Context: an optimization exercise on an open-source flow, tuned for a short achievable clock period and few clock cycles per item. The choices shown serve that exercise and are no tape-out recipe. Only simulation tests tie the RTL to the original design; equivalence was not proved. Power and IR drop assume default switching activity.

==> flow/design.v <==
package qls_pkg;
  localparam logic [2:0] ACT_ENABLE  = 3'd0;
  localparam logic [2:0] ACT_DISABLE = 3'd1;
  localparam logic [2:0] ACT_START   = 3'd2;
  localparam logic [2:0] ACT_STOP    = 3'd3;
  localparam logic [2:0] ACT_TICK    = 3'd4;
  localparam int EQ_DEPTH = 64;
  localparam int FQ_DEPTH = 8;
  localparam int RQ_DEPTH = 8;
  localparam int TAG_EN   = 0;   
  localparam int TAG_CLR  = 1;   
  localparam int TAG_FOLD = 2;   
  localparam int TAG_FAIL = 3;   
endpackage
module qls_div_step #(
  parameter int NW = 8
) (
  input  logic [NW+3:0]         pp,
  input  logic [15:1][NW+3:0]   mul,
  output logic [3:0]            digit,
  output logic [NW-1:0]         rem
);
  logic [15:0]          ge;
  logic [15:0][NW-1:0]  diff;
  logic [15:0]          one;
  logic [NW+4:0]        sub;
  always_comb begin
    ge[0]   = 1'b1;
    diff[0] = pp[NW-1:0];
    for (int k = 1; k < 16; k++) begin
      sub     = {1'b0, pp} - {1'b0, mul[k]};
      ge[k]   = !sub[NW+4];
      diff[k] = sub[NW-1:0];
    end
    for (int k = 0; k < 16; k++) begin
      one[k] = ge[k] && ((k == 15) ? 1'b1 : !ge[(k + 1) % 16]);
    end
    digit = '0;
    rem   = '0;
    for (int k = 0; k < 16; k++) begin
      digit = digit | ({4{one[k]}} & 4'(k));
      rem   = rem | ({NW{one[k]}} & diff[k]);
    end
  end
endmodule
module qls_csa #(
  parameter int W = 34
) (
  input  logic [W-1:0] x,
  input  logic [W-1:0] y,
  input  logic [W-1:0] z,
  input  logic         cin,
  output logic [W-1:0] s,
  output logic [W-1:0] c
);
  assign s = x ^ y ^ z;
  assign c = {(x[W-2:0] & y[W-2:0]) | (x[W-2:0] & z[W-2:0]) | (y[W-2:0] & z[W-2:0]), cin};
endmodule
module qls_div #(
  parameter int NW = 8
) (
  input  logic         clk,
  input  logic         rst_n,
  input  logic         req_valid,
  input  logic [64:0]  req,
  output logic         req_pop,
  input  logic         res_space,
  output logic         res_push,
  output logic [191:0] res,
  output logic [1:0]   busy
);
  typedef enum logic [2:0] {
    M_IDLE,
    M_ADD1,
    M_ADD2,
    M_ITER,
    M_FIN
  } mst_t;
  mst_t         st_r;
  logic [6:0]   cnt_r;
  logic [1:0]   ph_r;      
  logic [31:0]  n_r;       
  logic [32:0]  den_r;     
  logic         n0_r;      
  logic         small_r;   
  logic         nar_r;     
  logic [32:0]  dw_r;      
  logic         clr_r;     
  logic [15:1][NW+3:0] mul_r;
  logic [33:0]  ma_r [2];    
  logic [33:0]  mb_r [2];
  logic [31:0]  lo_r [2];
  logic [31:0]  hi_r [2];
  logic [31:0]  v_r  [2];    
  logic [33:0]  ps_r [2], pc_r [2];    
  logic [17:0]  plo_r[2], phi0_r[2], phi1_r[2];
  logic [35:0]  l_r  [2];
  logic [NW-1:0] rn_r[2];    
  logic [32:0]  rw_r [2];    
  logic [33:0]  wt_r [2];    
  logic [17:0]  wl_r [2];    
  logic [17:0]  wh_r [2];    
  logic [31:0]  q_r  [2];
  logic         s_r  [2];    
  logic [32:0]  dm1_r;       
  logic [32:0]  dm2_r;       
  logic         clr;
  logic         first;
  logic [33:0]  h1;
  logic [31:0]  v    [2];
  logic [3:0]   digit[2];
  logic [NW-1:0] rem [2];
  logic         fin;
  assign clr   = req[64];
  assign v[0]  = req[63:32];
  assign v[1]  = req[31:0];
  assign first = clr || n0_r;
  assign h1    = {2'b00, den_r[32:1]};
  assign fin   = (st_r == M_FIN);
  assign req_pop = ((st_r == M_IDLE) || fin) && req_valid && res_space;
  logic         ra_v_r, rb_v_r;
  logic [33:0]  ra_r [2], rb_r [2];
  logic [15:0]  rl_r [2];
  logic         rl_c_r [2];
  logic [15:0]  rah_r [2], rbh_r [2];
  logic [31:0]  rlo_r [2], rhi_r [2];
  for (genvar j = 0; j < 2; j++) begin : g_trio
    logic [33:0] qs;
    logic [33:0] s1, c1, s2, c2, s3, c3;
    logic [33:0] fs, fc;
    logic [17:0] plo;
    logic [17:0] phi0, phi1;
    logic [16:0] phi;
    logic [32:0] p0;
    logic [17:0] wlo;
    logic [17:0] whi;
    assign qs = {s_r[j], s_r[j], q_r[j]};
    qls_csa u_p1 (.x({2'b00, v[j]}), .y(h1), .z(~ma_r[j]), .cin(1'b1), .s(s1), .c(c1));
    qls_csa u_p2 (.x(s1), .y(c1), .z(~mb_r[j]), .cin(1'b1), .s(s2), .c(c2));
    qls_csa u_p3 (.x(s2), .y(c2), .z(~qs), .cin(1'b1), .s(s3), .c(c3));
    qls_csa u_f (.x(ma_r[j]), .y(mb_r[j]), .z(qs), .cin(1'b0), .s(fs), .c(fc));
    assign plo  = {1'b0, ps_r[j][16:0]} + {1'b0, pc_r[j][16:0]};
    assign phi0 = {1'b0, ps_r[j][33:17]} + {1'b0, pc_r[j][33:17]};
    assign phi1 = {1'b0, ps_r[j][33:17]} + {1'b0, pc_r[j][33:17]} + 18'd1;
    assign phi  = plo_r[j][17] ? phi1_r[j][16:0] : phi0_r[j][16:0];
    assign p0 = phi[16] ? (phi[15] ? dm1_r : dm2_r) : {32'd0, phi[15]};
    qls_div_step #(.NW(NW)) u_step (
      .pp    ({rn_r[j], l_r[j][35:32]}),
      .mul   (mul_r),
      .digit (digit[j]),
      .rem   (rem[j])
    );
    assign wlo = {1'b0, rw_r[j][15:0], l_r[j][35]} - {1'b0, dw_r[16:0]};
    assign whi = {1'b0, wt_r[j][33:17]} - {2'b00, dw_r[32:17]} - {17'd0, wl_r[j][17]};
    always_ff @(posedge clk) begin
      if (req_pop) begin
        ps_r[j] <= s3;
        pc_r[j] <= c3;
        v_r[j]  <= v[j];
      end
      if (st_r == M_ADD1) begin
        plo_r[j]  <= plo;
        phi0_r[j] <= phi0;
        phi1_r[j] <= phi1;
      end
    end
    always_ff @(posedge clk) begin
      if (!rst_n) begin
        ma_r[j] <= '0;
        mb_r[j] <= '0;
        lo_r[j] <= '0;
        hi_r[j] <= '0;
      end else begin
        if (req_pop && first) begin
          ma_r[j] <= {2'b00, v[j]};
          mb_r[j] <= '0;
        end else if (fin) begin
          ma_r[j] <= fs;
          mb_r[j] <= fc;
        end
        if (st_r == M_ADD1) begin
          lo_r[j] <= (clr_r || (lo_r[j] == 32'd0) || (v_r[j] < lo_r[j])) ? v_r[j] : lo_r[j];
          hi_r[j] <= (clr_r || (v_r[j] > hi_r[j])) ? v_r[j] : hi_r[j];
        end
      end
    end
    always_ff @(posedge clk) begin
      if (req_pop || fin) begin
        s_r[j]   <= 1'b0;
        q_r[j]   <= '0;
      end else if (st_r == M_ADD2) begin
        s_r[j]   <= phi[16];
        rn_r[j]  <= p0[NW-1:0];
        rw_r[j]  <= p0;
        l_r[j]   <= {phi[14:0], plo_r[j][16:0], 4'd0};
      end else if (st_r == M_ITER) begin
        if (nar_r) begin
          rn_r[j] <= rem[j];
          l_r[j]  <= {l_r[j][31:0], 4'd0};
          q_r[j]  <= {q_r[j][27:0], digit[j]};
        end else if (ph_r == 2'd0) begin
          wt_r[j] <= {rw_r[j], l_r[j][35]};
          wl_r[j] <= wlo;
        end else if (ph_r == 2'd1) begin
          wh_r[j] <= whi;
        end else begin
          rw_r[j] <= wh_r[j][17] ? wt_r[j][32:0] : {wh_r[j][15:0], wl_r[j][16:0]};
          l_r[j]  <= {l_r[j][34:0], 1'b0};
          q_r[j]  <= {q_r[j][30:0], !wh_r[j][17]};
        end
      end
    end
    always_ff @(posedge clk) begin
      if (fin) begin
        ra_r[j] <= fs;
        rb_r[j] <= fc;
      end
      if (ra_v_r) begin
        {rl_c_r[j], rl_r[j]} <= {1'b0, ra_r[j][15:0]} + {1'b0, rb_r[j][15:0]};
        rah_r[j] <= ra_r[j][31:16];
        rbh_r[j] <= rb_r[j][31:16];
        rlo_r[j] <= lo_r[j];
        rhi_r[j] <= hi_r[j];
      end
    end
  end
  always_ff @(posedge clk) begin
    if (!rst_n) begin
      st_r    <= M_IDLE;
      n_r     <= '0;
      n0_r    <= 1'b1;
      den_r   <= 33'd1;
      cnt_r   <= '0;
      ph_r    <= 2'd0;
      nar_r   <= 1'b1;
      small_r <= 1'b1;
      dw_r    <= 33'd1;
      dm1_r   <= '0;
      dm2_r   <= '0;
      clr_r   <= 1'b0;
    end else begin
      small_r <= (den_r[32:NW] == '0);
      if (req_pop) begin
        st_r  <= M_ADD1;
        n_r   <= clr ? 32'd1 : n_r + 32'd1;
        n0_r  <= !clr && (n_r == 32'hFFFF_FFFF);
        den_r <= clr ? 33'd2 : (den_r[32] ? 33'd1 : den_r + 33'd1);
        cnt_r <= first ? 7'd0 : (small_r ? 7'd8 : 7'd96);
        ph_r  <= 2'd0;
        nar_r <= small_r;
        dw_r  <= den_r;
        dm1_r <= {1'b0, n_r};
        dm2_r <= {1'b0, n_r} - 33'd1;
        clr_r <= clr;
      end else begin
        unique case (st_r)
          M_IDLE: ;
          M_ADD1: st_r <= (cnt_r == 7'd0) ? M_FIN : M_ADD2;
          M_ADD2: st_r <= M_ITER;
          M_ITER: begin
            cnt_r <= cnt_r - 7'd1;
            if (!nar_r) ph_r <= (ph_r == 2'd2) ? 2'd0 : ph_r + 2'd1;
            if (cnt_r == 7'd1) st_r <= M_FIN;
          end
          M_FIN:   st_r <= M_IDLE;
          default: st_r <= M_IDLE;
        endcase
      end
    end
  end
  always_ff @(posedge clk) begin
    for (int k = 1; k < 16; k++) begin
      mul_r[k] <= (NW+4)'(dw_r[NW-1:0] * (NW+4)'(k));
    end
  end
  always_ff @(posedge clk) begin
    if (!rst_n) begin
      ra_v_r  <= 1'b0;
      rb_v_r  <= 1'b0;
    end else begin
      ra_v_r  <= fin;
      rb_v_r  <= ra_v_r;
    end
  end
  assign res_push = rb_v_r;
  assign res = {rlo_r[1], rah_r[1] + rbh_r[1] + 16'(rl_c_r[1]), rl_r[1], rhi_r[1],
                rlo_r[0], rah_r[0] + rbh_r[0] + 16'(rl_c_r[0]), rl_r[0], rhi_r[0]};
  assign busy = 2'(st_r != M_IDLE) + 2'(ra_v_r) + 2'(rb_v_r);
endmodule
module qls_front (
  input  logic        clk,
  input  logic        rst_n,
  input  logic        in_valid,
  input  logic        in_ready,
  input  logic [2:0]  in_action,
  input  logic [31:0] in_byte_count,
  output logic        tag_push,
  output logic [3:0]  tag,
  output logic        fold_push,
  output logic [64:0] fold_req
);
  logic        ir_v;
  logic [2:0]  ir_act;
  logic [31:0] ir_b;
  logic        en_r;
  logic        open_r;
  logic        clrp_r;    
  logic [31:0] el_r;
  logic        b_zero;
  logic        stop_ok;
  always_ff @(posedge clk) begin
    if (!rst_n) ir_v <= 1'b0;
    else        ir_v <= in_valid && in_ready;
    ir_act <= in_action;
    ir_b   <= in_byte_count;
  end
  assign b_zero  = (ir_b == 32'd0);
  assign stop_ok = (ir_act == qls_pkg::ACT_STOP) && en_r && open_r && !b_zero;
  always_comb begin
    tag = '0;
    tag[qls_pkg::TAG_EN] = en_r;
    unique case (ir_act)
      qls_pkg::ACT_ENABLE: begin
        tag[qls_pkg::TAG_EN]  = 1'b1;
        tag[qls_pkg::TAG_CLR] = !en_r;
      end
      qls_pkg::ACT_DISABLE: tag[qls_pkg::TAG_EN] = 1'b0;
      qls_pkg::ACT_STOP: begin
        tag[qls_pkg::TAG_FOLD] = en_r && open_r && !b_zero;
        tag[qls_pkg::TAG_FAIL] = en_r && open_r && b_zero;
      end
      default: ;
    endcase
  end
  assign tag_push  = ir_v;
  assign fold_push = ir_v && stop_ok;
  assign fold_req  = {clrp_r, el_r, ir_b};
  always_ff @(posedge clk) begin
    if (!rst_n) begin
      en_r   <= 1'b0;
      open_r <= 1'b0;
      clrp_r <= 1'b0;
      el_r   <= '0;
    end else if (ir_v) begin
      unique case (ir_act)
        qls_pkg::ACT_ENABLE: begin
          if (!en_r) begin
            en_r   <= 1'b1;
            clrp_r <= 1'b1;
          end
        end
        qls_pkg::ACT_DISABLE: en_r <= 1'b0;
        qls_pkg::ACT_START: begin
          if (en_r) begin
            open_r <= 1'b1;
            el_r   <= '0;
          end
        end
        qls_pkg::ACT_STOP: begin
          if (en_r && open_r) begin
            open_r <= 1'b0;
            if (!b_zero) clrp_r <= 1'b0;
          end
        end
        qls_pkg::ACT_TICK: begin
          if (open_r && (el_r != 32'hFFFF_FFFF)) el_r <= el_r + 32'd1;
        end
        default: ;
      endcase
    end
  end
endmodule
module qls_fifo #(
  parameter int W = 8,
  parameter int D = 4,
  parameter bit WALL = 1'b0
) (
  input  logic         clk,
  input  logic         rst_n,
  input  logic         push,
  input  logic [W-1:0] wdata,
  input  logic         pop,
  output logic [W-1:0] rdata,
  output logic         nonempty,
  output logic [$clog2(D):0] count
);
  localparam int PW = $clog2(D);
  logic [W-1:0]  mem_r [D];
  logic [PW-1:0] wr_r;
  logic [PW-1:0] rd_r;
  logic [PW:0]   cnt_r;
  logic          ne_r;
  assign rdata    = mem_r[rd_r];
  assign nonempty = ne_r;
  assign count    = cnt_r;
  always_ff @(posedge clk) begin
    if (!rst_n) begin
      wr_r  <= '0;
      rd_r  <= '0;
      cnt_r <= '0;
      ne_r  <= 1'b0;
    end else begin
      if (push) wr_r <= wr_r + PW'(1);
      if (pop)  rd_r <= rd_r + PW'(1);
      if (push && !pop) begin
        cnt_r <= cnt_r + (PW+1)'(1);
        ne_r  <= 1'b1;
      end else if (!push && pop) begin
        cnt_r <= cnt_r - (PW+1)'(1);
        ne_r  <= (cnt_r != (PW+1)'(1));
      end
    end
  end
  always_ff @(posedge clk) begin
    if (WALL ? (cnt_r != (PW+1)'(D)) : push) mem_r[wr_r] <= wdata;
  end
endmodule
module qls_queue #(
  parameter int W = 8,
  parameter int D = 4,
  parameter bit WALL = 1'b0
) (
  input  logic         clk,
  input  logic         rst_n,
  input  logic         push,
  input  logic [W-1:0] wdata,
  input  logic         pop,
  output logic [W-1:0] head,
  output logic         head_valid,
  output logic [$clog2(D):0] count
);
  logic         hv_r;
  logic [W-1:0] hd_r;
  logic         fill;
  logic         f_push;
  logic         f_pop;
  logic         f_ne;
  logic [W-1:0] f_rdata;
  assign fill   = !hv_r || pop;
  assign f_pop  = fill && f_ne;
  assign f_push = push;
  qls_fifo #(.W(W), .D(D), .WALL(WALL)) u_fifo (
    .clk      (clk),
    .rst_n    (rst_n),
    .push     (f_push),
    .wdata    (wdata),
    .pop      (f_pop),
    .rdata    (f_rdata),
    .nonempty (f_ne),
    .count    (count)
  );
  always_ff @(posedge clk) begin
    if (!rst_n) begin
      hv_r <= 1'b0;
    end else if (fill) begin
      hv_r <= f_ne;
    end
  end
  always_ff @(posedge clk) begin
    if (fill) hd_r <= f_rdata;
  end
  assign head       = hd_r;
  assign head_valid = hv_r;
endmodule
module qls_back (
  input  logic         clk,
  input  logic         rst_n,
  input  logic         tag_valid,
  input  logic [3:0]   tag,
  output logic         tag_pop,
  input  logic         res_valid,
  input  logic [191:0] res,
  output logic         res_pop,
  output logic         out_valid,
  input  logic         out_ready,
  output logic         out_enabled,
  output logic [31:0]  out_query_total,
  output logic [31:0]  out_error_total,
  output logic [191:0] out_stats
);
  logic         ov_r;
  logic         en_r;
  logic [31:0]  qt_r;
  logic [31:0]  et_r;
  logic [31:0]  qt1_r;    
  logic [31:0]  et1_r;    
  logic [191:0] st_r;
  logic         can;
  assign can     = tag_valid && (!tag[qls_pkg::TAG_FOLD] || res_valid);
  assign tag_pop = can && (!ov_r || out_ready);
  assign res_pop = tag_pop && tag[qls_pkg::TAG_FOLD];
  always_ff @(posedge clk) begin
    if (!rst_n) begin
      ov_r <= 1'b0;
      en_r <= 1'b0;
      qt_r <= '0;
      et_r <= '0;
      st_r <= '0;
    end else if (tag_pop) begin
      ov_r <= 1'b1;
      en_r <= tag[qls_pkg::TAG_EN];
      if (tag[qls_pkg::TAG_CLR]) begin
        qt_r <= '0;
        et_r <= '0;
        st_r <= '0;
      end else begin
        if (tag[qls_pkg::TAG_FAIL]) et_r <= et1_r;
        if (tag[qls_pkg::TAG_FOLD]) begin
          qt_r <= qt1_r;
          st_r <= res;
        end
      end
    end else if (out_ready) begin
      ov_r <= 1'b0;
    end
  end
  always_ff @(posedge clk) begin
    if (!rst_n || (tag_pop && tag[qls_pkg::TAG_CLR])) begin
      qt1_r <= 32'd1;
      et1_r <= 32'd1;
    end else begin
      qt1_r <= qt_r + 32'd1;
      et1_r <= et_r + 32'd1;
    end
  end
  assign out_valid       = ov_r;
  assign out_enabled     = en_r;
  assign out_query_total = qt_r;
  assign out_error_total = et_r;
  assign out_stats       = st_r;
endmodule
module query_latency_size_stats_top #(
  parameter int STAT_WIDTH = 32
) (
  input  logic        clk,
  input  logic        rst_n,
  input  logic        in_valid,
  output logic        in_ready,
  input  logic [2:0]  in_action,
  input  logic [31:0] in_byte_count,
  output logic        out_valid,
  input  logic        out_ready,
  output logic        out_enabled,
  output logic [31:0] out_query_total,
  output logic [31:0] out_error_total,
  output logic [31:0] out_bytes_least,
  output logic [31:0] out_bytes_mean,
  output logic [31:0] out_bytes_most,
  output logic [31:0] out_millis_least,
  output logic [31:0] out_millis_mean,
  output logic [31:0] out_millis_most
);
  localparam int EQW = $clog2(qls_pkg::EQ_DEPTH);
  localparam int FQW = $clog2(qls_pkg::FQ_DEPTH);
  localparam int RQW = $clog2(qls_pkg::RQ_DEPTH);
  logic         in_ready_r;
  logic         tag_push, tag_valid, tag_pop;
  logic [3:0]   tag_in, tag_out;
  logic         fold_push, req_valid, req_pop;
  logic [64:0]  req_in, req_out;
  logic         res_push, res_valid, res_pop;
  logic [191:0] res_in, res_out;
  logic [EQW:0] eq_cnt;
  logic [FQW:0] fq_cnt;
  logic [RQW:0] rq_cnt;
  logic [191:0] stats;
  logic [1:0]   m_busy;
  logic         res_space;
  always_ff @(posedge clk) begin
    if (!rst_n) res_space <= 1'b1;
    else        res_space <= ({1'b0, rq_cnt} + (RQW+2)'(m_busy)) < (RQW+2)'(qls_pkg::RQ_DEPTH - 1);
  end
  always_ff @(posedge clk) begin
    if (!rst_n) in_ready_r <= 1'b1;
    else        in_ready_r <= (eq_cnt <= (EQW+1)'(qls_pkg::EQ_DEPTH - 4)) &&
                              (fq_cnt <= (FQW+1)'(qls_pkg::FQ_DEPTH - 4));
  end
  assign in_ready = in_ready_r;
  qls_front u_front (
    .clk           (clk),
    .rst_n         (rst_n),
    .in_valid      (in_valid),
    .in_ready      (in_ready_r),
    .in_action     (in_action),
    .in_byte_count (in_byte_count),
    .tag_push      (tag_push),
    .tag           (tag_in),
    .fold_push     (fold_push),
    .fold_req      (req_in)
  );
  qls_queue #(.W(4), .D(qls_pkg::EQ_DEPTH)) u_eq (
    .clk      (clk),
    .rst_n    (rst_n),
    .push     (tag_push),
    .wdata    (tag_in),
    .pop      (tag_pop),
    .head       (tag_out),
    .head_valid (tag_valid),
    .count    (eq_cnt)
  );
  qls_queue #(.W(65), .D(qls_pkg::FQ_DEPTH), .WALL(1'b1)) u_fq (
    .clk      (clk),
    .rst_n    (rst_n),
    .push     (fold_push),
    .wdata    (req_in),
    .pop      (req_pop),
    .head       (req_out),
    .head_valid (req_valid),
    .count    (fq_cnt)
  );
  qls_div u_mean (
    .clk       (clk),
    .rst_n     (rst_n),
    .req_valid (req_valid),
    .req       (req_out),
    .req_pop   (req_pop),
    .res_space (res_space),
    .res_push  (res_push),
    .res       (res_in),
    .busy      (m_busy)
  );
  qls_fifo #(.W(192), .D(qls_pkg::RQ_DEPTH)) u_rq (
    .clk      (clk),
    .rst_n    (rst_n),
    .push     (res_push),
    .wdata    (res_in),
    .pop      (res_pop),
    .rdata    (res_out),
    .nonempty (res_valid),
    .count    (rq_cnt)
  );
  qls_back u_back (
    .clk             (clk),
    .rst_n           (rst_n),
    .tag_valid       (tag_valid),
    .tag             (tag_out),
    .tag_pop         (tag_pop),
    .res_valid       (res_valid),
    .res             (res_out),
    .res_pop         (res_pop),
    .out_valid       (out_valid),
    .out_ready       (out_ready),
    .out_enabled     (out_enabled),
    .out_query_total (out_query_total),
    .out_error_total (out_error_total),
    .out_stats       (stats)
  );
  assign {out_bytes_least, out_bytes_mean, out_bytes_most,
          out_millis_least, out_millis_mean, out_millis_most} = stats;
endmodule
==> flow/flow/run.sh <==
#!/bin/bash
set -uo pipefail
bash standard.sh SETUP_SLACK_MARGIN=6.5 finish > make_finish.log 2>&1
status=$?
tail -20 make_finish.log
exit $status
==> flow/standard.sh <==
#!/bin/bash
# synth_recipe.tcl (not shown) runs the flow's synth.tcl, then flattens the netlist and writes it again
# the make line also repeats each setting of config.mk as NAME=value (left out here)
make -C /OpenROAD-flow-scripts/flow DESIGN_CONFIG=/design/flow/config.mk WORK_HOME=/design/flow/orfs CLKGATE_MAP_FILE= SYNTH_SCRIPT=/design/flow/synth_recipe.tcl "${@:-finish}"
==> flow/config.mk <==
export PLATFORM = sky130hd
export DESIGN_NAME = query_latency_size_stats_top
export DESIGN_NICKNAME = query_latency_size_stats_top
export VERILOG_FILES = /design/flow/design.v
export SDC_FILE = /design/flow/constraint.sdc
export NUM_CORES = 4
export LEC_CHECK = 0
export ABC_CLOCK_PERIOD_IN_PS = 3000
export CAP_MARGIN = 20
export CORE_MARGIN = 2
export CORE_UTILIZATION = 55
export SLEW_MARGIN = 20
==> flow/constraint.sdc <==
create_clock -name core_clock -period 10.0 [get_ports {clk}]
set_input_delay 2.0000 -clock core_clock [delete_from_list [all_inputs] [get_ports {clk}]]
set_output_delay 2.0000 -clock core_clock [all_outputs]
set_load 0.01 [all_outputs]
==> results by group, run 1 <==
Power and ir drop
  – Power Internal: 31.5 mW
  – P_sw: 10.6 mW
  – Sw frac: 25.1%
  – Worst vdd ir: 0.174 mV
  – Flop pwr share: 49.0%
  – Clock power frac: 39.8%
  – Power, Total: 42.1 mW
  – P_leak: 77.9 nW
  – Logic gate share of total power: 11.2%
  – Power Dens Cells: 193 mW/mm^2

Logic synthesis
  – Post-Syn Area: 0.191 mm^2
  – Async S/R FF share, synth: 0%
  – Post-synth EDFFs: 3319
  – Mapped Nets: 14.6k
  – Synthesized flop and latch total: 4341
  – Most common flop cell mapped by yosys: edfxtp_1
  – Synth Warn #: 66
  – Unique masters post-synth: 84
  – Gate Count Post-Synth: 13.6k
  – Mean Syn Cell Area: 14.1 um^2
  – Area leader, netlist: edfxtp_1
  – Synth top area share: 52.2%
  – Sequential element share of the synthesized area: 62.9%
  – Synth area leaders: edfxtp_1 52%, dfxtp_1 11%, mux4_2 7.1%, ha_1 4.7%, fa_1 3.4%

Worst setup path
  – Worst Setup End Kind: flop
  – Crit-path max cell delay: 0.57 ns
  – Worst-case reg-to-reg path depth: 14
  – Crit path top cell by count: buf_4
  – Reg2Reg Setup Slack: 6.37 ns
  – CP arrival: 4.30 ns
  – Worst-path maximum fanout: 7
  – Worst-path cell chain: inv_2, ha_4, buf_4, fa_2, nor2b_4, o21a_1, o21a_2, o21ai_4, nor4b_4, nor3_1, buf_4, or4_4, a222oi_1, o21ai_0
  – Worst path slowest cell: or4_4
  – Crit Path Class: flop to flop
  – Reg2reg end: u_mean.rn_r[1][1]
  – Reg-to-reg startpoint: u_mean.l_r[1][32]
  – CP required: 10.67 ns
  – Setup crit start kind: flop

Timing
  – Post-layout min period: 3.63 ns
  – Worst slew pin tran: 1.19 ns
  – Hold Vio Cnt, Final: 0
  – Final Skew: 0.0668 ns
  – Fin. max-slew vios: 0
  – Max Freq: 0.276 GHz
  – Setup_tns: 0 ns
  – Slew HR: 20.9%
  – RSZ-0062 raised after global routing: true
  – Period utilisation layout: 36.3%
  – Finish-stage setup viols: 0

Cells and area
  – FF/Latch Area: 0.121 mm^2
  – Final net count: 15.2k
  – Share of cells above drive strength 1: 17.7%
  – Multi-input gate area: 0.0662 mm^2
  – Area growth, synth to finish: 14.3%
  – Layout fillers: 25.6k

Routing
  – Routed WL per cell: 26.8 um
  – Via density: 5.93
  – DR vias: 113k
  – Final ANT Viol Nets: 0
  – Residual DRC: 0
  – WL final: 514000 um
  – Starting DRC count in detailed routing: 10.0k
  – DRT Pass-1 Iters: 6

Worst hold path
  – Hold path cells: 0
  – Hold_sp: u_mean.rb_r[0][26]
  – Hold EP: u_mean.rbh_r[0][10]
  – Hold Path Class: flop to flop

Placed design
  – HPWL Detailed: 339000 um
  – Final GP Congestion: 0.934
  – PortBufs: 297

GRT
  – Antenna violations before repair: 30
  – Largest net degree at the start of global routing: 157
  – Overflow after GRT: 0
  – GRT Util Overall: 29.0%
  – Vias in the first global route: 113k
  – First-pass GRT wire length: 752000 um

Run status
  – Status: complete, no violations

CTS
  – Maximum root-to-sink buffer count: 4
  – Clock Root Buffer: clkbuf_16
  – Clk Latency, worst-skew pair: 0.99 ns
  – Clock sink count: 4341
  – H-tree depth: 5
  – Hold-fix buffers, CTS: 0
  – Total CTS buffers: 441
  – CTS tree: done
  – Worst-path clk slew: 0.06 ns

Floorplan
  – Die width: 593 um
  – Std cell rows: 216
  – Full die area: 0.352 mm^2
  – Die H: 593 um
  – CORE AREA: 0.346 mm^2
  – Starting Density: 55.2%
  – I/O pin count: 298

Job
  – Max_cap viols: 0
-- what timing repair did --
item                                     CTS  global route
pin swaps                                 29            48
buffers inserted                         141            66
resized for setup                       1812           161
endpoints found under the setup margin   965           478
cloned                                     5             1
-- logic make-up after synthesis --
kind of cell             count (synthesis)  synth area share, %
flip-flops                            4341                 62.9
adder cells (fa/ha/maj)               1030                 8.01
multiplexers                          1230                 10.4
AND/OR/NAND/NOR                       2956                 6.88
buffers and inverters                 1630                 3.21
AO/OA/AOI/OAI                         1832                 6.10
XOR/XNOR                               541                 2.48
-- cell type report --
class / count / area share, %
Antenna cell: 20 / 0.0229
Clock buffer: 603 / 5.67
Clock inverter: 233 / 1.15
Inverter: 1089 / 1.91
Multi-Input combinational cell: 7591 / 30.3
Sequential cell: 4341 / 55.3
Tap cell: 4578 / 2.62
Timing Repair Buffer: 685 / 2.97
Timing Repair inverter: 1 / 0.00401
-- worst max-delay path, delay by kind of cell, from the launching register on --
| family | cells | cell delay, ns |
|---|---|---|
| buf+inv | 3 | 0.42 |
| compound gates | 5 | 1.07 |
| simple gates | 4 | 1.00 |
| fa+ha+maj | 2 | 0.41 |
| flops | 1 | 0.42 |
-- Yosys cell counts, types with 54 or more instances --
cell         n
nor2b_1    126
fa_1       320
xor2_1     224
nor3_1     140
o22ai_1     58
o21a_1      61
mux4_2     598
o21bai_1    54
a21oi_1    674
dfxtp_1   1022
nand2b_1    61
xnor2_1    317
mux2_2      69
a22oi_1     84
a211oi_1   134
buf_1      108
clkbuf_1   432
mux2i_1    563
nand2_1    941
ha_1       710
or3_1       61
edfxtp_1  3319
inv_1     1088
and3_1      60
nor2_1    1130
a311oi_1    71
nand4_1     96
nand3_1    147
nor4_1      54
o21ai_0    276
a21o_1     139
-- per-stage QoR --
step	area, um^2	worst slack (ns)	cells	hold WS [ns]	util (%)
floorplan	191000	4.45	13600	0.400	-
global placement	200000	4.26	18100	0.402	57.7
detailed placement	200000	4.26	18100	0.405	57.7
CTS	217000	6.33	19100	0.413	62.7
global route	218000	6.27	19100	0.422	63.1
finish	218000	6.37	19100	0.407	63.1
-- metal layers --
layer	track usage [%]	vias to the layer above	part of all wire, %
li1	-	51100	-
met1	42.7	58100	45
met2	45.3	3548	46
met3	4.11	646	6.5
met4	8.46	6	3.3
met5	0	-	0.0078
-- flip-flops by register name, indices dropped and copies added, names as in the netlist, 65 cells and up, named ones only --
register and cells:
u_rq.mem_r 1536, u_fq.u_fifo.mem_r 520, u_eq.u_fifo.mem_r 256, u_back.st_r 192, u_mean.mul_r 71, u_mean.ma_r 68, u_mean.ps_r 68, u_mean.wt_r 68
u_mean.mb_r 66, u_mean.pc_r 66, u_mean.rw_r 66, u_fq.hd_r 65
-- power groups by stage --
stage               Clock [mW]  Combinational, mW  Sequential (mW)
floorplan                    0               3.08             20.5
global placement             0               4.44             21.0
detailed placement           0               4.46             21.0
CTS                       17.0               4.63             20.6
global route              17.7               5.22             20.6
finish                    16.8               4.70             20.6
-- worst max path at each step --
stage	from	to	slack, ns	cells after the start
2_1_floorplan	u_rq.wr_r[2]	u_rq.mem_r[0][0]	4.45	2
3_3_place_gp	out_ready	u_eq.u_fifo.cnt_r[5]	4.26	12
3_5_place_dp	out_ready	u_eq.u_fifo.cnt_r[5]	4.26	12
4_1_cts	u_mean.mul_r[146]	u_mean.rn_r[0][3]	6.33	12
5_1_grt	u_mean.l_r[1][32]	u_mean.rn_r[1][1]	6.27	14
6_report	u_mean.l_r[1][32]	u_mean.rn_r[1][1]	6.37	14
-- cell usage in the layout (no fill, tap or decap), types with 49 or more instances in the layout --
cell / n
a211oi_1: 129
a21o_1: 137
a21oi_1: 641
a22oi_1: 84
a311oi_1: 70
and3_1: 58
buf_2: 54
buf_4: 322
buf_6: 234
clkbuf_1: 97
clkbuf_16: 451
clkbuf_8: 56
clkinv_1: 56
clkinv_2: 90
dfxtp_1: 749
dfxtp_2: 178
dfxtp_4: 95
edfxtp_1: 3319
fa_1: 309
ha_1: 700
inv_1: 1064
mux2_2: 69
mux2i_1: 560
mux4_2: 598
nand2_1: 930
nand2b_1: 54
nand3_1: 141
nand4_1: 96
nor2_1: 1105
nor2b_1: 116
nor3_1: 129
nor4_1: 49
o21a_1: 57
o21ai_0: 238
o21bai_1: 54
o22ai_1: 57
or3_1: 60
xnor2_1: 308
xor2_1: 216
Testbench counts, summed over its fixed seeds: cycles 31,622, items 30,830.
==> run 2, diff against run 1 <==
--- a/flow/design.v
+++ b/flow/design.v
@@ -13,7 +13,7 @@
   localparam int TAG_FAIL = 3;   
 endpackage
 module qls_div_step #(
-  parameter int NW = 8
+  parameter int NW = 7
 ) (
   input  logic [NW+3:0]         pp,
   input  logic [15:1][NW+3:0]   mul,
@@ -57,7 +57,7 @@
   assign c = {(x[W-2:0] & y[W-2:0]) | (x[W-2:0] & z[W-2:0]) | (y[W-2:0] & z[W-2:0]), cin};
 endmodule
 module qls_div #(
-  parameter int NW = 8
+  parameter int NW = 7
 ) (
   input  logic         clk,
   input  logic         rst_n,
--- a/flow/config.mk
+++ b/flow/config.mk
@@ -8,5 +8,5 @@
 export ABC_CLOCK_PERIOD_IN_PS = 3000
 export CAP_MARGIN = 20
 export CORE_MARGIN = 2
-export CORE_UTILIZATION = 55
+export CORE_UTILIZATION = 45
 export SLEW_MARGIN = 20
==> results by group, run 2 <==
Worst setup path
  – Worst Setup End Kind: output pin
  – Worst path slowest cell: dfxtp_4
  – Crit Path Class: flop to output pin
  – Worst path top cell family by delay: flip-flops
  – Setup crit start kind: flop
  – Crit-path max cell delay: 0.38 ns (-0.19 ns)
  – CP Buf/Inv Count: 1 (-2)
  – CP arrival: 1.54 ns (-2.76 ns)
  – Worst-path cell chain: buf_6
  – Reg2Reg Setup Slack: 6.52 ns (+0.15 ns)
  – Reg2reg end: u_mean.rn_r[0][2]
  – Reg-to-reg startpoint: u_mean.l_r[0][33]
  – CP required: 8.00 ns (-2.67 ns)
  – Worst path depth: 1 (-13)
  – Worst-path maximum fanout: 2 (-5)
  – Worst-case reg-to-reg path depth: 11 (-3)

Logic synthesis
  – Sequential element share of the synthesized area: 63.5% (+0.62 points)
  – Gate Count Post-Synth: 13.2k (-2.3%)
  – Synth top area share: 52.8% (+0.58 points)
  – Synth area leaders: edfxtp_1 53%, dfxtp_1 11%, mux4_2 7.1%, ha_1 4.4%, fa_1 3.3%
  – Count leader, synth: edfxtp_1
  – Synth Warn #: 66 (unchanged)
  – Mean Syn Cell Area: 14.2 um^2 (+1.2%)
  – Most common flop cell mapped by yosys: edfxtp_1
  – Post-Syn Area: 0.189 mm^2 (-1.2%)
  – Async S/R FF share, synth: 0% (unchanged)
  – Unique masters post-synth: 102 (+21%)
  – Synthesized flop and latch total: 4331 (-0.23%)
  – Post-synth EDFFs: 3317 (-0.060%)
  – Commonest cells post-synth: 3317 x edfxtp_1, 1197 x nor2_1, 1070 x inv_1, 1014 x dfxtp_1, 814 x nand2_1
  – Mapped Nets: 14.3k (-2.4%)
  – Area leader, netlist: edfxtp_1

Timing
  – Setup_tns: 0 ns (unchanged)
  – Post-layout min period: 3.54 ns (-0.0888 ns)
  – Fin. max-slew vios: 0 (unchanged)
  – Hold Vio Cnt, Final: 0 (unchanged)
  – Finish-stage setup viols: 0 (unchanged)
  – Slew HR: 21.6% (+0.66 points)
  – RSZ-0062 raised after global routing: true
  – Final Skew: 0.0928 ns (+0.0260 ns)
  – Worst slew pin tran: 1.17 ns (-0.0112 ns)
  – Max Freq: 0.282 GHz (+2.5%)
  – Period utilisation layout: 35.4% (-0.89 points)
  – Post-route setup slack: 6.46 ns (+0.0888 ns)

Routing
  – WL final: 485000 um (-5.6%)
  – Via density: 5.56 (-6.2%)
  – Final ANT Viol Nets: 0 (unchanged)
  – Starting DRC count in detailed routing: 9579 (-4.6%)
  – DRT Pass-1 Iters: 6 (unchanged)
  – Residual DRC: 0 (unchanged)
  – Routed WL per cell: 24.6 um (-8.5%)
  – DR vias: 110k (-3.3%)

Cells and area
  – Area growth, synth to finish: 15.1%
  – Largest registers: u_rq.mem_r (1536), u_fq.u_fifo.mem_r (520), u_eq.u_fifo.mem_r (256)
  – Share of cells above drive strength 1: 17.7% (-0.028 points)
  – Max reg flops: 1536 (unchanged)
  – Most common cell after layout, fill and taps aside: edfxtp_1
  – Commonest non-fill, non-tap cells in the layout: 3317 x edfxtp_1, 1178 x nor2_1, 1063 x inv_1
  – Biggest register: u_rq.mem_r
  – Final net count: 14.9k (-2.3%)

CTS
  – Total CTS buffers: 450 (+2.0%)
  – Worst-path clk slew: 0.06 ns (about the same)
  – Clock sink count: 4331 (-0.23%)
  – CTS tree: done
  – H-tree depth: 5 (unchanged)
  – Clock Root Buffer: clkbuf_16
  – Clk Latency, worst-skew pair: 1.03 ns (+0.04 ns)
  – Maximum root-to-sink buffer count: 4 (unchanged)

Job
  – Max_cap viols: 0 (unchanged)

Power and ir drop
  – P_leak: 76.4 nW (-1.9%)
  – Power, Total: 42.6 mW (+1.3%)
  – Clock power frac: 40.0% (+0.2 points)
  – Sw frac: 25.2% (+0.033 points)
  – Flop pwr share: 48.5% (-0.5 points)
  – Worst vdd ir: 0.217 mV (+25%)
  – Logic gate share of total power: 11.4% (+0.2 points)
  – P_sw: 10.7 mW (+1.4%)
  – Power Internal: 31.9 mW (+1.2%)
  – Power Dens Cells: 196 mW/mm^2 (+1.8%)

Placed design
  – Final GP Congestion: 0.927 (-0.71%)
  – HPWL Detailed: 307000 um (-9.2%)
  – PortBufs: 297 (unchanged)
  – Pre-CTS setup slack: 4.48 ns (+0.226 ns)

GRT
  – Vias in the first global route: 108k (-4.2%)
  – First-pass GRT wire length: 717000 um (-4.6%)
  – Antenna violations before repair: 17 (-43%)
  – Largest net degree at the start of global routing: 134 (-15%)
  – Overflow after GRT: 0 (unchanged)
  – GRT Util Overall: 22.4% (-6.6 points)

Floorplan
  – Std cell rows: 237 (+9.7%)
  – Full die area: 0.425 mm^2 (+21%)
  – I/O pin count: 298 (unchanged)
  – Die H: 652 um (+9.8%)
  – Starting Density: 45.2% (-10 points)
  – CORE AREA: 0.417 mm^2 (+21%)
  – Die width: 652 um (+9.8%)

Worst hold path
  – Hold Path Class: flop to flop
  – Hold EP: u_mean.rah_r[1][10]
  – Hold path cells: 0 (unchanged)
  – Hold_sp: u_mean.ra_r[1][26]

Run status
  – Status: complete, no violations
[run 2: changes by cell type after synthesis, sizes merged, moves of 21 or more]
cell	previous run	this run
a21boi	38	17
a21oi	674	700
o21ai	279	220
xor2	224	186
ha	710	671
nor2b	126	78
nand2	941	814
nor2	1130	1197
[run 2: routing by layer]
layer	up-vias	global-route usage, %	share of wire (%)
li1	50000	-	-
met1	56200	31.9	45
met2	2904	36.4	47
met3	696	2.88	5.4
met4	2	5.97	2.9
met5	-	0	0.0027
[run 2: kinds of logic (layout without fill, tap and decap cells)]
group	Yosys count	after routing	share of synthesized area, %
AND/OR/NAND/NOR	2801	2807	6.56
AO/OA/AOI/OAI	1772	1772	5.95
XOR/XNOR	515	515	2.41
flip-flops	4331	4331	63.5
multiplexers	1231	1231	10.5
buffers and inverters	1613	2590	3.22
other	0	7	0
adder cells (fa/ha/maj)	986	986	7.79
[run 2: worst max-delay path by stage]
stage	end	slack [ns]	startpoint
2_1_floorplan	u_rq.mem_r[0][0]	4.45	u_rq.wr_r[2]
3_3_place_gp	u_eq.u_fifo.cnt_r[4]	4.52	out_ready
3_5_place_dp	u_eq.u_fifo.cnt_r[4]	4.48	out_ready
4_1_cts	u_eq.u_fifo.cnt_r[4]	6.35	out_ready
5_1_grt	u_mean.phi1_r[0][16]	6.39	u_mean.pc_r[0][17]
6_report	out_bytes_mean[30]	6.46	u_back.st_r[158]
[run 2: final cells by class]
cell class | instances | area (um^2)
Timing Repair Buffer | 671 | 6630
Antenna cell | 7 | 17.5
Sequential cell | 4331 | 120000
Clock buffer | 620 | 12600
Clock inverter | 225 | 2560
Inverter | 1073 | 4090
Multi-Input combinational cell | 7311 | 64000
Timing Repair inverter | 1 | 8.76
Tap cell | 5497 | 6880
Fill cell | 34600 | 200000
[run 2: power by group through the flow]
stage / Combinational (mW) / Clock [mW] / Sequential, mW
2_1_floorplan: 3.29 / 0 / 20.6
3_3_place_gp: 4.61 / 0 / 21.1
3_5_place_dp: 4.63 / 0 / 21.1
4_1_cts: 4.81 / 17.4 / 20.7
5_1_grt: 5.43 / 18.0 / 20.7
6_report: 4.87 / 17.0 / 20.7
[run 2: what timing repair did]
item | 4_1_cts | 5_1_grt
endpoints found under the setup margin | 911 | 650
gates cloned | 9 | 2
buffers inserted | 176 | 30
hold buffers | 0 | 0
pin swaps | 14 | 26
gates resized for setup | 1785 | 113
[run 2: metrics by stage]
step	std cells	hold slack, ns	utilization (%)	instance area (um^2)
after floorplan	13200	0.400	-	189000
after global placement	18700	0.401	47.6	198000
after detailed placement	18700	0.405	47.6	198000
after CTS	19700	0.343	51.9	216000
after global routing	19700	0.338	52.1	217000
final	19700	0.367	52.1	217000
Testbench counts of run 2, summed over its fixed seeds: cycles 31,622, items 30,830.
==> run 3, diff against run 2 <==
--- a/flow/design.v
+++ b/flow/design.v
@@ -515,7 +515,7 @@
     end
   end
   always_ff @(posedge clk) begin
-    if (!rst_n || (tag_pop && tag[qls_pkg::TAG_CLR])) begin
+    if (!rst_n || (tag_valid && tag[qls_pkg::TAG_CLR])) begin
       qt1_r <= 32'd1;
       et1_r <= 32'd1;
     end else begin
==> results by group, run 3 <==
Routing
  – Via density: 5.58 (+0.32%)
  – Starting DRC count in detailed routing: 10.8k (+13%)
  – DR vias: 111k (+0.84%)
  – WL final: 496000 um (+2.3%)
  – Residual DRC: 0 (unchanged)
  – Routed WL per cell: 25.0 um (+1.7%)
  – DRT Pass-1 Iters: 9 (+3)
  – Final ANT Viol Nets: 0 (unchanged)

Timing
  – Max Freq: 0.278 GHz (-1.7%)
  – Slew HR: 22.0% (+0.41 points)
  – Final Skew: 0.0908 ns (-0.00205 ns)
  – Setup_tns: 0 ns (unchanged)
  – RSZ-0062 raised after global routing: true
  – Hold Vio Cnt, Final: 0 (unchanged)
  – Worst slew pin tran: 1.16 ns (-0.0132 ns)
  – Fin. max-slew vios: 0 (unchanged)
  – Finish-stage setup viols: 0 (unchanged)
  – Post-layout min period: 3.60 ns (+0.0614 ns)
  – Period utilisation layout: 36.0% (+0.61 points)

Logic synthesis
  – Synth Warn #: 66 (unchanged)
  – Most common flop cell mapped by yosys: edfxtp_1
  – Synth top area share: 52.8% (about the same)
  – Gate Count Post-Synth: 13.3k (+0.49%)
  – Synthesized flop and latch total: 4331 (unchanged)
  – Area leader, netlist: edfxtp_1
  – Post-synth EDFFs: 3317 (unchanged)
  – Async S/R FF share, synth: 0% (unchanged)
  – Count leader, synth: edfxtp_1
  – Commonest cells post-synth: 3317 x edfxtp_1, 1212 x nor2_1, 1070 x inv_1, 1014 x dfxtp_1, 841 x nand2_1
  – Mapped Nets: 14.3k (+0.46%)
  – Mean Syn Cell Area: 14.2 um^2 (-0.46%)
  – Unique masters post-synth: 97 (-4.9%)
  – Post-Syn Area: 0.189 mm^2 (about the same)
  – Synth area leaders: edfxtp_1 53%, dfxtp_1 11%, mux4_2 7.1%, ha_1 4.4%, fa_1 3.3%
  – Sequential element share of the synthesized area: 63.5% (about the same)

CTS
  – CTS tree: done
  – Worst-path clk slew: 0.07 ns (about the same)
  – Hold-fix buffers, CTS: 0 (unchanged)
  – Total CTS buffers: 446 (-0.89%)
  – Clock sink count: 4331 (unchanged)
  – Maximum root-to-sink buffer count: 4 (unchanged)
  – H-tree depth: 5 (unchanged)
  – Clk Latency, worst-skew pair: 1.05 ns (+0.02 ns)
  – Clock Root Buffer: clkbuf_16

Cells and area
  – Final net count: 15.0k (+0.65%)
  – Area growth, synth to finish: 15.3%
  – Max reg flops: 1536 (unchanged)
  – Biggest register: u_rq.mem_r
  – Post-route cell area: 0.218 mm^2 (+0.15%)
  – Largest registers: u_rq.mem_r (1536), u_fq.u_fifo.mem_r (520), u_eq.u_fifo.mem_r (256)
  – Share of cells above drive strength 1: 17.9% (+0.27 points)
  – Commonest non-fill, non-tap cells in the layout: 3317 x edfxtp_1, 1190 x nor2_1, 1056 x inv_1
  – Most common cell after layout, fill and taps aside: edfxtp_1

Worst setup path
  – Worst Setup End Kind: flop
  – Reg-to-reg startpoint: u_mean.l_r[0][33]
  – Crit-path max cell delay: 0.41 ns (+0.03 ns)
  – Setup crit start kind: flop
  – CP arrival: 4.32 ns (+2.78 ns)
  – Worst-path cell chain: inv_2, ha_4, inv_4, fa_2, a21oi_2, o21bai_2, a311oi_2, nor2_2, nor3b_4, a221o_1, a2111oi_4, o2111ai_2, o32a_1
  – Worst path top cell family by delay: compound AO/OA/AOI/OAI gates
  – Crit Path Class: flop to flop
  – Worst-path maximum fanout: 6 (+4)
  – CP Buf/Inv Count: 2 (+1)
  – Worst path slowest cell: fa_2
  – Worst setup path startpoint: u_mean.l_r[0][33]
  – CP required: 10.72 ns (+2.72 ns)

Job
  – Max_cap viols: 0 (unchanged)

Floorplan
  – Full die area: 0.425 mm^2 (about the same)
  – Std cell rows: 237 (unchanged)
  – Die width: 652 um (about the same)
  – Starting Density: 45.2% (about the same)
  – Die H: 652 um (about the same)
  – I/O pin count: 298 (unchanged)
  – CORE AREA: 0.417 mm^2 (unchanged)

GRT
  – GRT Util Overall: 22.9% (+0.49 points)
  – First-pass GRT wire length: 728000 um (+1.6%)
  – Largest net degree at the start of global routing: 133 (-0.75%)
  – Antenna violations before repair: 20 (+3)
  – Overflow after GRT: 0 (unchanged)
  – Vias in the first global route: 108k (-0.48%)

Power and ir drop
  – Worst vdd ir: 0.186 mV (-15%)
  – Power Dens Cells: 193 mW/mm^2 (-1.4%)
  – P_leak: 76.8 nW (+0.53%)

Run status
  – Status: complete, no violations

Worst hold path
  – Hold Path Class: flop to flop
  – Hold_sp: u_mean.rb_r[0][20]

Placed design
  – HPWL Detailed: 321000 um (+4.4%)
  – Final GP Congestion: 0.913 (-1.5%)
  – Placed cell area: 0.199 mm^2 (about the same)
  – PortBufs: 297 (unchanged)
## run 3: repair_timing
action,in CTS,in global routing
pin swaps,21,51
setup buffers,173,58
gates cloned,8,4
endpoints found under the setup margin,959,423
gates resized for setup,1767,139
## run 3: area by class of cell
class	count	area [um^2]
diodes	14	35.0
clock buffers	608	12600
clock inverters	233	2440
fillers	34600	200000
inverters	1073	4090
multi-input cells	7368	64000
flip-flops and latches	4331	120000
well taps	5497	6880
repair buffers	714	7060
repair inverters	1	8.76
## run 3: per-stage QoR
step,instances,power [mW],hold WS [ns],setup WS [ns],util (%)
after floorplan,13300,23.5,0.400,4.45,-
after detailed placement,18700,25.2,0.405,4.59,47.6
after global routing,19800,43.6,0.410,6.37,52.1
after CTS,19800,42.3,0.387,6.34,51.9
after global placement,18700,25.2,0.401,4.64,47.6
final,19800,42.1,0.378,6.40,52.2
## run 3: cell families after synthesis
| kind of cell | count (synthesis) | share of synthesized area, % |
|---|---|---|
| xor gates and xnor gates | 518 | 2.40 |
| adders and majority gates | 986 | 7.79 |
| and+or+nand+nor | 2884 | 6.73 |
| muxes | 1204 | 10.4 |
| buffers and inverters | 1619 | 3.25 |
| DFF | 4331 | 63.5 |
| AOI/OAI and AO/OA | 1772 | 5.92 |
## run 3: layer usage
metal	up-vias	track usage (%)	part of all wire [%]
met1	56300	35.0	46
li1	50200	-	-
met4	0	5.37	2.5
met5	-	0	0
met2	3496	34.7	44
met3	589	2.99	6.7
## run 3: where the power goes
part	switching, mW	leakage [nW]	internal (mW)
clock	7.19	7.36	9.81
sequential	0.591	38.8	19.8
combinational	2.70	30.7	1.94
total	10.5	76.8	31.6
## run 3: worst paths after layout
| kind | cells after the start | to | slack, ns |
|---|---|---|---|
| worst max register to register | 13 | u_mean.rn_r[0][4] | 6.40 |
| worst min register to register | 0 | u_mean.rbh_r[0][4] | 0.38 |
| worst min-delay path | 0 | u_mean.rbh_r[0][4] | 0.38 |
| worst max-delay path | 13 | u_mean.rn_r[0][4] | 6.40 |
Testbench counts of run 3, summed over its fixed seeds: cycles 31,622, items 30,830.
==> run 4, diff against run 3 <==
--- a/flow/design.v
+++ b/flow/design.v
@@ -13,7 +13,7 @@
   localparam int TAG_FAIL = 3;   
 endpackage
 module qls_div_step #(
-  parameter int NW = 7
+  parameter int NW = 8
 ) (
   input  logic [NW+3:0]         pp,
   input  logic [15:1][NW+3:0]   mul,
@@ -57,7 +57,7 @@
   assign c = {(x[W-2:0] & y[W-2:0]) | (x[W-2:0] & z[W-2:0]) | (y[W-2:0] & z[W-2:0]), cin};
 endmodule
 module qls_div #(
-  parameter int NW = 7
+  parameter int NW = 8
 ) (
   input  logic         clk,
   input  logic         rst_n,
@@ -67,14 +67,13 @@
   input  logic         res_space,
   output logic         res_push,
   output logic [191:0] res,
-  output logic [1:0]   busy
+  output logic [2:0]   busy
 );
-  typedef enum logic [2:0] {
+  typedef enum logic [1:0] {
     M_IDLE,
     M_ADD1,
     M_ADD2,
-    M_ITER,
-    M_FIN
+    M_ITER
   } mst_t;
   mst_t         st_r;
   logic [6:0]   cnt_r;
@@ -86,6 +85,8 @@
   logic         nar_r;     
   logic [32:0]  dw_r;      
   logic         clr_r;     
+  logic         fin_r;     
+  logic         early_r;   
   logic [15:1][NW+3:0] mul_r;
   logic [33:0]  ma_r [2];    
   logic [33:0]  mb_r [2];
@@ -111,13 +112,15 @@
   logic [3:0]   digit[2];
   logic [NW-1:0] rem [2];
   logic         fin;
+  logic         last;      
   assign clr   = req[64];
   assign v[0]  = req[63:32];
   assign v[1]  = req[31:0];
   assign first = clr || n0_r;
   assign h1    = {2'b00, den_r[32:1]};
-  assign fin   = (st_r == M_FIN);
-  assign req_pop = ((st_r == M_IDLE) || fin) && req_valid && res_space;
+  assign fin   = fin_r;
+  assign last  = (st_r == M_ITER) && nar_r && (cnt_r == 7'd1);
+  assign req_pop = ((st_r == M_IDLE) || (last && !first)) && req_valid && res_space;
   logic         ra_v_r, rb_v_r;
   logic [33:0]  ra_r [2], rb_r [2];
   logic [15:0]  rl_r [2];
@@ -125,8 +128,9 @@
   logic [15:0]  rah_r [2], rbh_r [2];
   logic [31:0]  rlo_r [2], rhi_r [2];
   for (genvar j = 0; j < 2; j++) begin : g_trio
-    logic [33:0] qs;
+    logic [33:0] qs, qsx;
     logic [33:0] s1, c1, s2, c2, s3, c3;
+    logic [33:0] e1, f1;
     logic [33:0] fs, fc;
     logic [17:0] plo;
     logic [17:0] phi0, phi1;
@@ -134,14 +138,16 @@
     logic [32:0] p0;
     logic [17:0] wlo;
     logic [17:0] whi;
-    assign qs = {s_r[j], s_r[j], q_r[j]};
+    assign qs  = {s_r[j], s_r[j], q_r[j]};
+    assign qsx = last ? {s_r[j], s_r[j], q_r[j][27:0], 4'd0} : qs;
     qls_csa u_p1 (.x({2'b00, v[j]}), .y(h1), .z(~ma_r[j]), .cin(1'b1), .s(s1), .c(c1));
     qls_csa u_p2 (.x(s1), .y(c1), .z(~mb_r[j]), .cin(1'b1), .s(s2), .c(c2));
-    qls_csa u_p3 (.x(s2), .y(c2), .z(~qs), .cin(1'b1), .s(s3), .c(c3));
+    qls_csa u_p3 (.x(s2), .y(c2), .z(~qsx), .cin(1'b1), .s(s3), .c(c3));
+    qls_csa u_d (.x(ps_r[j]), .y(pc_r[j]), .z(~{30'd0, early_r ? q_r[j][3:0] : 4'd0}), .cin(1'b1), .s(e1), .c(f1));
     qls_csa u_f (.x(ma_r[j]), .y(mb_r[j]), .z(qs), .cin(1'b0), .s(fs), .c(fc));
-    assign plo  = {1'b0, ps_r[j][16:0]} + {1'b0, pc_r[j][16:0]};
-    assign phi0 = {1'b0, ps_r[j][33:17]} + {1'b0, pc_r[j][33:17]};
-    assign phi1 = {1'b0, ps_r[j][33:17]} + {1'b0, pc_r[j][33:17]} + 18'd1;
+    assign plo  = {1'b0, e1[16:0]} + {1'b0, f1[16:0]};
+    assign phi0 = {1'b0, e1[33:17]} + {1'b0, f1[33:17]};
+    assign phi1 = {1'b0, e1[33:17]} + {1'b0, f1[33:17]} + 18'd1;
     assign phi  = plo_r[j][17] ? phi1_r[j][16:0] : phi0_r[j][16:0];
     assign p0 = phi[16] ? (phi[15] ? dm1_r : dm2_r) : {32'd0, phi[15]};
     qls_div_step #(.NW(NW)) u_step (
@@ -185,7 +191,14 @@
       end
     end
     always_ff @(posedge clk) begin
-      if (req_pop || fin) begin
+      if (!rst_n) begin
+        s_r[j]   <= 1'b0;
+        q_r[j]   <= '0;
+      end else if (st_r == M_ITER && nar_r) begin
+        rn_r[j] <= rem[j];
+        l_r[j]  <= {l_r[j][31:0], 4'd0};
+        q_r[j]  <= {q_r[j][27:0], digit[j]};
+      end else if (fin) begin
         s_r[j]   <= 1'b0;
         q_r[j]   <= '0;
       end else if (st_r == M_ADD2) begin
@@ -194,11 +207,7 @@
         rw_r[j]  <= p0;
         l_r[j]   <= {phi[14:0], plo_r[j][16:0], 4'd0};
       end else if (st_r == M_ITER) begin
-        if (nar_r) begin
-          rn_r[j] <= rem[j];
-          l_r[j]  <= {l_r[j][31:0], 4'd0};
-          q_r[j]  <= {q_r[j][27:0], digit[j]};
-        end else if (ph_r == 2'd0) begin
+        if (ph_r == 2'd0) begin
           wt_r[j] <= {rw_r[j], l_r[j][35]};
           wl_r[j] <= wlo;
         end else if (ph_r == 2'd1) begin
@@ -212,15 +221,15 @@
     end
     always_ff @(posedge clk) begin
       if (fin) begin
-        ra_r[j] <= fs;
-        rb_r[j] <= fc;
+        ra_r[j]  <= fs;
+        rb_r[j]  <= fc;
+        rlo_r[j] <= lo_r[j];
+        rhi_r[j] <= hi_r[j];
       end
       if (ra_v_r) begin
         {rl_c_r[j], rl_r[j]} <= {1'b0, ra_r[j][15:0]} + {1'b0, rb_r[j][15:0]};
         rah_r[j] <= ra_r[j][31:16];
         rbh_r[j] <= rb_r[j][31:16];
-        rlo_r[j] <= lo_r[j];
-        rhi_r[j] <= hi_r[j];
       end
     end
   end
@@ -238,7 +247,10 @@
       dm1_r   <= '0;
       dm2_r   <= '0;
       clr_r   <= 1'b0;
+      fin_r   <= 1'b0;
+      early_r <= 1'b0;
     end else begin
+      fin_r <= ((st_r == M_ITER) && (cnt_r == 7'd1)) || ((st_r == M_ADD1) && (cnt_r == 7'd0));
       small_r <= (den_r[32:NW] == '0);
       if (req_pop) begin
         st_r  <= M_ADD1;
@@ -252,17 +264,17 @@
         dm1_r <= {1'b0, n_r};
         dm2_r <= {1'b0, n_r} - 33'd1;
         clr_r <= clr;
+        early_r <= last;
       end else begin
         unique case (st_r)
           M_IDLE: ;
-          M_ADD1: st_r <= (cnt_r == 7'd0) ? M_FIN : M_ADD2;
+          M_ADD1: st_r <= (cnt_r == 7'd0) ? M_IDLE : M_ADD2;
           M_ADD2: st_r <= M_ITER;
           M_ITER: begin
             cnt_r <= cnt_r - 7'd1;
             if (!nar_r) ph_r <= (ph_r == 2'd2) ? 2'd0 : ph_r + 2'd1;
-            if (cnt_r == 7'd1) st_r <= M_FIN;
+            if (cnt_r == 7'd1) st_r <= M_IDLE;
           end
-          M_FIN:   st_r <= M_IDLE;
           default: st_r <= M_IDLE;
         endcase
       end
@@ -285,7 +297,7 @@
   assign res_push = rb_v_r;
   assign res = {rlo_r[1], rah_r[1] + rbh_r[1] + 16'(rl_c_r[1]), rl_r[1], rhi_r[1],
                 rlo_r[0], rah_r[0] + rbh_r[0] + 16'(rl_c_r[0]), rl_r[0], rhi_r[0]};
-  assign busy = 2'(st_r != M_IDLE) + 2'(ra_v_r) + 2'(rb_v_r);
+  assign busy = 3'(st_r != M_IDLE) + 3'(fin_r) + 3'(ra_v_r) + 3'(rb_v_r);
 endmodule
 module qls_front (
   input  logic        clk,
@@ -515,7 +527,7 @@
     end
   end
   always_ff @(posedge clk) begin
-    if (!rst_n || (tag_valid && tag[qls_pkg::TAG_CLR])) begin
+    if (!rst_n || (tag_pop && tag[qls_pkg::TAG_CLR])) begin
       qt1_r <= 32'd1;
       et1_r <= 32'd1;
     end else begin
@@ -564,7 +576,7 @@
   logic [FQW:0] fq_cnt;
   logic [RQW:0] rq_cnt;
   logic [191:0] stats;
-  logic [1:0]   m_busy;
+  logic [2:0]   m_busy;
   logic         res_space;
   always_ff @(posedge clk) begin
     if (!rst_n) res_space <= 1'b1;
==> results by group, run 4 <==
Run status
  – Status: complete, no violations

Worst setup path
  – Worst Setup End Kind: flop
  – Reg-to-reg startpoint: u_mean.l_r[1][32]
  – Setup crit start kind: flop
  – Reg2reg end: u_mean.rn_r[1][0]
  – Worst-case reg-to-reg path depth: 13 (unchanged)
  – CP arrival: 4.45 ns (+0.13 ns)
  – Reg2Reg Setup Slack: 6.28 ns (-0.11 ns)
  – Critical Path End: u_mean.rn_r[1][0]
  – Worst setup path startpoint: u_mean.l_r[1][32]
  – CP required: 10.73 ns (about the same)
  – Crit Path Class: flop to flop
  – Worst-path maximum fanout: 4 (-2)

Worst hold path
  – Hold path cells: 0 (unchanged)
  – Hold Path Class: flop to flop

Timing
  – Setup_tns: 0 ns (unchanged)
  – Post-layout min period: 3.72 ns (+0.113 ns)
  – Period utilisation layout: 37.2% (+1.1 points)
  – Finish-stage setup viols: 0 (unchanged)
  – Max Freq: 0.269 GHz (-3.0%)
  – WHS: 0.360 ns (-0.0175 ns)
  – Worst slew pin tran: 1.11 ns (-0.0464 ns)
  – Slew HR: 25.6% (+3.5 points)
  – RSZ-0062 raised after global routing: true
  – Hold Vio Cnt, Final: 0 (unchanged)
  – Final Skew: 0.118 ns (+0.0270 ns)
  – Fin. max-slew vios: 0 (unchanged)

Logic synthesis
  – Mapped Nets: 15.0k (+4.4%)
  – Synth Warn #: 66 (unchanged)
  – Synth area leaders: edfxtp_1 51%, dfxtp_1 10%, mux4_2 6.9%, ha_1 5.0%, mux2i_1 3.4%
  – Sequential element share of the synthesized area: 61.5% (-2.0 points)
  – Synthesized flop and latch total: 4342 (+0.25%)
  – Commonest cells post-synth: 3319 x edfxtp_1, 1112 x inv_1, 1023 x dfxtp_1, 1019 x nand2_1, 777 x ha_1
  – Async S/R FF share, synth: 0% (unchanged)
  – Most common flop cell mapped by yosys: edfxtp_1
  – Count leader, synth: edfxtp_1
  – Post-synth EDFFs: 3319 (+0.060%)
  – Mean Syn Cell Area: 14.1 um^2 (-0.42%)
  – Gate Count Post-Synth: 13.8k (+3.8%)
  – Synth top area share: 51.1% (-1.7 points)
  – Post-Syn Area: 0.195 mm^2 (+3.4%)
  – Area leader, netlist: edfxtp_1
  – Unique masters post-synth: 92 (-5.2%)

Cells and area
  – Layout fillers: 35.9k (+3.7%)
  – Biggest register: u_rq.mem_r
  – Non-Filler Instances: 20.5k (+3.5%)
  – Multi-input gate area: 0.0707 mm^2 (+10%)
  – Most common cell after layout, fill and taps aside: edfxtp_1
  – Commonest non-fill, non-tap cells in the layout: 3319 x edfxtp_1, 1095 x inv_1, 1009 x nand2_1
  – Final net count: 15.6k (+4.0%)
  – Share of cells above drive strength 1: 17.9% (about the same)
  – FF/Latch Area: 0.121 mm^2 (+0.21%)
  – Largest registers: u_rq.mem_r (1536), u_fq.u_fifo.mem_r (520), u_eq.u_fifo.mem_r (256)
  – Max reg flops: 1536 (unchanged)
  – Area growth, synth to finish: 15.2% (about the same)

Power and ir drop
  – Power Dens Cells: 196 mW/mm^2 (+1.4%)
  – Power, Total: 44.1 mW (+4.8%)
  – P_leak: 81.0 nW (+5.5%)
  – Worst vdd ir: 0.378 mV (+100%)

Floorplan
  – Die width: 663 um (+1.7%)
  – Std cell rows: 241 (+1.7%)
  – Full die area: 0.439 mm^2 (+3.4%)
  – Starting Density: 45.2% (about the same)
  – Die H: 663 um (+1.7%)
  – CORE AREA: 0.432 mm^2 (+3.4%)
  – I/O pin count: 298 (unchanged)

Placed design
  – Final GP Congestion: 0.921 (+0.79%)
  – HPWL Detailed: 318000 um (-0.76%)
  – PortBufs: 297 (unchanged)
  – Inst Count DP: 19.4k (+3.7%)

GRT
  – Overflow after GRT: 0 (unchanged)
  – First-pass GRT wire length: 735000 um (+0.89%)
  – GRT Util Overall: 22.0% (-0.87 points)
  – Antenna violations before repair: 28 (+40%)
  – Largest net degree at the start of global routing: 142 (+6.8%)
  – Vias in the first global route: 112k (+3.6%)

Routing
  – Via density: 5.56 (-0.37%)
  – Starting DRC count in detailed routing: 10.2k (-5.3%)
  – Residual DRC: 0 (unchanged)
  – WL final: 498000 um (+0.34%)
  – DR vias: 114k (+3.1%)
  – Final ANT Viol Nets: 0 (unchanged)
  – DRT Pass-1 Iters: 7 (-2)
  – Routed WL per cell: 24.2 um (-3.1%)

CTS
  – Total CTS buffers: 450 (+0.90%)
  – Worst-path clk slew: 0.06 ns (about the same)
  – CTS tree: done
  – H-tree depth: 5 (unchanged)
  – Clock Root Buffer: clkbuf_16
  – Clock sink count: 4342 (+0.25%)
  – Maximum root-to-sink buffer count: 4 (unchanged)
  – Clk Latency, worst-skew pair: 1.05 ns (about the same)

Job
  – Max_cap viols: 0 (unchanged)
run 4: area by class of cell:
cell class,instances,share of cell area (%)
clock buffers,611,5.54
well taps,5710,3.18
flip-flops and latches,4342,53.7
repair buffers,711,3.18
repair inverters,1,0.00389
multi-input cells,7801,31.5
diodes,11,0.0122
clock inverters,240,1.10
inverters,1112,1.87
run 4: cell families after synthesis:
logic type	Yosys count	synth area share [%]
buf+inv	1693	3.27
simple gates	2988	7.39
flops	4342	61.5
compound gates	1827	6.34
xor+xnor	536	2.40
fa+ha+maj	1103	8.32
mux	1337	10.7
run 4: timing repair:
action	CTS	global route
pin swaps	67	104
setup endpoints to repair	1433	437
setup buffers	168	65
gates cloned	11	8
resized for setup	1872	196
hold buffers	0	0
run 4: worst min-delay path by stage:
stage | from | endpoint | slack [ns]
final | u_mean.ra_r[0][22] | u_mean.rah_r[0][6] | 0.36
after global routing | u_mean.ra_r[0][22] | u_mean.rah_r[0][6] | 0.39
after floorplan | u_mean.ra_r[0][16] | u_mean.rah_r[0][0] | 0.40
after detailed placement | u_mean.ra_r[0][22] | u_mean.rah_r[0][6] | 0.40
after global placement | u_mean.ra_r[0][27] | u_mean.rah_r[0][11] | 0.40
after CTS | u_mean.ra_r[0][22] | u_mean.rah_r[0][6] | 0.36
run 4: metal layers:
metal | vias up | routed length, um | track usage (%)
li1 | 52300 | - | -
met1 | 57900 | 229000 | 32.4
met2 | 3193 | 225000 | 34.3
met3 | 700 | 28300 | 2.82
met4 | 6 | 15200 | 6.57
met5 | - | 35 | 0
run 4: worst max-delay path: stages (launching register included):
cell and delay [ns]:
edfxtp_1 0.42, inv_2 0.10, ha_4 0.14, inv_2 0.04, fa_2 0.40, a21o_4 0.25, a21oi_4 0.19, nor2b_4 0.07
o31a_1 0.31, o41a_1 0.35, and4_4 0.20, or2_4 0.24, o41a_1 0.44, a221o_1 0.32
run 4: power breakdown:
part | switching (mW) | leakage, nW | internal (mW) | total (mW)
sequential | 0.852 | 39.0 | 20.3 | 21.2
clock | 7.16 | 7.27 | 9.69 | 16.8
combinational | 3.59 | 34.8 | 2.47 | 6.06
run 4: metrics by stage:
stage               area, um^2  utilization [%]  worst slack (ns)
global placement        205000             47.6              4.62
CTS                     223000             51.8              6.29
global route            225000             52.1              6.23
floorplan               195000                -              3.73
finish                  225000             52.1              6.28
detailed placement      205000             47.6              4.57
Testbench counts of run 4, summed over its fixed seeds: cycles 31,323, items 30,830.

[afterwards: timing with drivers on the ports]
Ports are ideal in the flow. The routed layouts listed here were re-timed in OpenROAD.
Step 1: set_driving_cell puts a clkbuf_16 on clk and a buf_2 on each other input, an assumption about the parent block.
Step 2 also shifts input and output timing later by t, the mid clock arrival at the registers, as if the neighbouring blocks saw the same clock.
Three values: ideal ports, drivers, drivers and shift; two values: the first two.
| run | t, ns | setup slack, ns | hold slack, ns | worst register clock-pin slew, ns | cell pins on the clock port's net |
|---|---|---|---|---|---|
| run 1 | 1.062 | 6.370 / 6.350 / 5.551 | 0.407 / 0.407 / 0.407 | 0.07 / 0.07 | 1 |
| run 2 | 1.095 | 6.459 / 6.354 / 5.501 | 0.367 / 0.367 / 0.367 | 0.07 / 0.07 | 1 |
| run 3 | 1.099 | 6.398 / 6.340 / 5.477 | 0.378 / 0.378 / 0.378 | 0.07 / 0.07 | 1 |
| run 4 | 1.101 | 6.285 / 6.285 / 5.360 | 0.360 / 0.360 / 0.360 | 0.07 / 0.07 | 1 |
After both steps every run listed still meets setup and hold. The setup slack of run 2, which loses most, moves by -0.105 ns with the drivers and by -0.958 ns with both steps.
